This is an optimization exercise on Yosys and OpenROAD, whose aim is small area and a short achievable clock period, not a production implementation.

// inv_shift_sub_stage
module inv_shift_sub_stage #(
    parameter int TAG_W = 4
) (
    input  logic             CLK,
    input  logic             RST_N,
    input  logic             IN_VALID,
    output logic             IN_READY,
    input  logic [0:127]     IN,
    input  logic [TAG_W-1:0] IN_TAG,
    output logic             OUT_VALID,
    input  logic             OUT_READY,
    output logic [0:127]     OUT,
    output logic [TAG_W-1:0] OUT_TAG
);
Size in the first run: about 2700 cells after synthesis, about 270 I/O pins.
==> flow/config.mk <==
export PLATFORM = sky130hd
export DESIGN_NAME = inv_shift_sub_stage
export DESIGN_NICKNAME = inv_shift_sub_stage
export VERILOG_FILES = /design/flow/design.v
export SDC_FILE = /design/flow/constraint.sdc
export NUM_CORES = 4
export LEC_CHECK = 0
export CAP_MARGIN = 20
export CORE_MARGIN = 2
export CORE_UTILIZATION = 22
export CTS_BUF_LIST = sky130_fd_sc_hd__clkbuf_4 sky130_fd_sc_hd__clkbuf_8
export CTS_CLUSTER_SIZE = 20
export PLACE_DENSITY = 0.3
export SETUP_SLACK_MARGIN = 2.35
export SLEW_MARGIN = 20
export SYNTH_HIERARCHICAL = 1
==> flow/constraint.sdc <==
create_clock -name core_clock -period 5.0 [get_ports {CLK}]
set_input_delay 1.0000 -clock core_clock [delete_from_list [all_inputs] [get_ports {CLK}]]
set_output_delay 1.0000 -clock core_clock [all_outputs]
set_load 0.01 [all_outputs]
standard.sh (not shown) runs the stock make flow with config.mk's settings and CLKGATE_MAP_FILE= SYNTH_SCRIPT=/design/flow/synth_recipe.tcl, a recipe that flattens the netlist after the stock synthesis.
==> flow/flow/run.sh <==
#!/bin/bash
set -euo pipefail
bash standard.sh BUFFER_PORTS_ARGS="-buffer_cell sky130_fd_sc_hd__buf_2" finish > run_make.log 2>&1
The first run finished with timing, DRC and antenna clean.
Next try:
- CTS_BUF_LIST: sky130_fd_sc_hd__clkbuf_4 sky130_fd_sc_hd__clkbuf_8 -> not set
- CTS_CLUSTER_SIZE: 20 -> not set
- TNS_END_PERCENT: not set -> 0
Outcome: Die area does not change. First-iteration DRC count goes up by 12%. Utilization went down by 0.49 points. Setup slack gets worse by 28 ps. Synthesized area stays the same. Worst hold slack is better by 5.2 ps. Clock-buffer cell count fell by 31. Routed wire length fell by 1.7%. Final cell count came out lower by 2.0%.
Next try:
- TNS_END_PERCENT: 0 -> 10
First-iteration DRC count drops by a little under a tenth.
Via count is about the same.
Next try:
- CORE_UTILIZATION: 22 -> 15
- PLACE_DENSITY: 0.3 -> 0.25
- TNS_END_PERCENT: 10 -> not set
Global-route usage decreases by 2.4 points.
Final area increases by a few percent.
Final cell count increases by about a fifth.
Worst hold slack is worse by 5.2 ps.
Wire length increases by roughly a tenth.
Flip-flop and latch count stays the same.
Via count increases slightly.
Non-clock buffer count increases by 56.
Die area increases by well over a third.
Next try:
- CORE_UTILIZATION: 15 -> 22
- PLACE_DENSITY: 0.25 -> 0.3
- SETUP_SLACK_MARGIN: 2.35 -> 2.2
The new run produced a clean layout.
Clock-buffer cell count goes down by 3.
Wire length fell by 13%.
Sequential share of layout area is higher by 1.7 points.
Core utilization went up by 7.6 points.
Hold slack gets better by 7.9 ps.
Register-to-register slack got worse by 70 ps.
Non-clock buffer count went down by 82.
Die area came out lower by 32%.
No functional check of the RTL was part of any run of this note.

---

Starting RTL as in the previous note.
// inv_shift_sub_stage
module inv_shift_sub_stage #(
    parameter int TAG_W = 4
) (
    input  logic             CLK,
    input  logic             RST_N,
    input  logic             IN_VALID,
    output logic             IN_READY,
    input  logic [0:127]     IN,
    input  logic [TAG_W-1:0] IN_TAG,
    output logic             OUT_VALID,
    input  logic             OUT_READY,
    output logic [0:127]     OUT,
    output logic [TAG_W-1:0] OUT_TAG
);
clock: 5.0 ns
lec_check: 0
cap_margin: 20
core_margin: 2
core_utilization: 35
place_density: 0.45
setup_slack_margin: 2.35
slew_margin: 20
synth_hierarchical: 1
Scripts as last shown in full above: flow/flow/run.sh
Rerun with:
CORE_UTILIZATION = 22   (was 35)
PLACE_DENSITY = 0.3   (was 0.45)
SETUP_SLACK_MARGIN = 2.5   (was 2.35)
TNS_END_PERCENT = 0   (was not set)
Result: The new run produced a clean layout; final area went up by a few percent; setup slack improves by 27 ps; final cell count went up by about a fifth; utilization went down by 15 points.
No functional check of the RTL was part of any run of this note.

## afterwards: timing with drivers on the ports
The flow's constraints put no driver on any port. The routed layouts listed below were extracted and timed again, unchanged, in two steps.
Step 1, drivers: a clkbuf_16 drives CLK and a buf_2 each remaining input, both assumed.
Step 2 moves the port delays by t, midway between the first and last clock arrival at a register: inputs arrive t later, outputs are due t later. That takes back most of the time a late clock gives input paths.
Slacks: ideal / step 1 / step 2; pairs: ideal / step 1.
run	t, ns	setup slack, ns	clock arrival spread, ns
the first run of note 1	0.716	2.403 / 2.349 / 1.907	0.034 / 0.035
the second run of note 1	0.657	2.374 / 2.333 / 1.909	0.016 / 0.016
the third run of note 1	0.659	2.364 / 2.322 / 1.908	0.016 / 0.017
the fourth run of note 1	0.700	2.422 / 2.372 / 1.879	0.020 / 0.020
the fifth run of note 1	0.658	2.352 / 2.290 / 1.908	0.016 / 0.016
the first run of note 2	0.627	2.452 / 2.436 / 1.934	0.019 / 0.019
the second run of note 2	0.672	2.479 / 2.430 / 1.877	0.018 / 0.018
After both steps setup and hold are still met in every run listed. The setup slack of the second run of note 2, which loses most, moves by -0.049 ns with the drivers and by -0.602 ns with both steps.
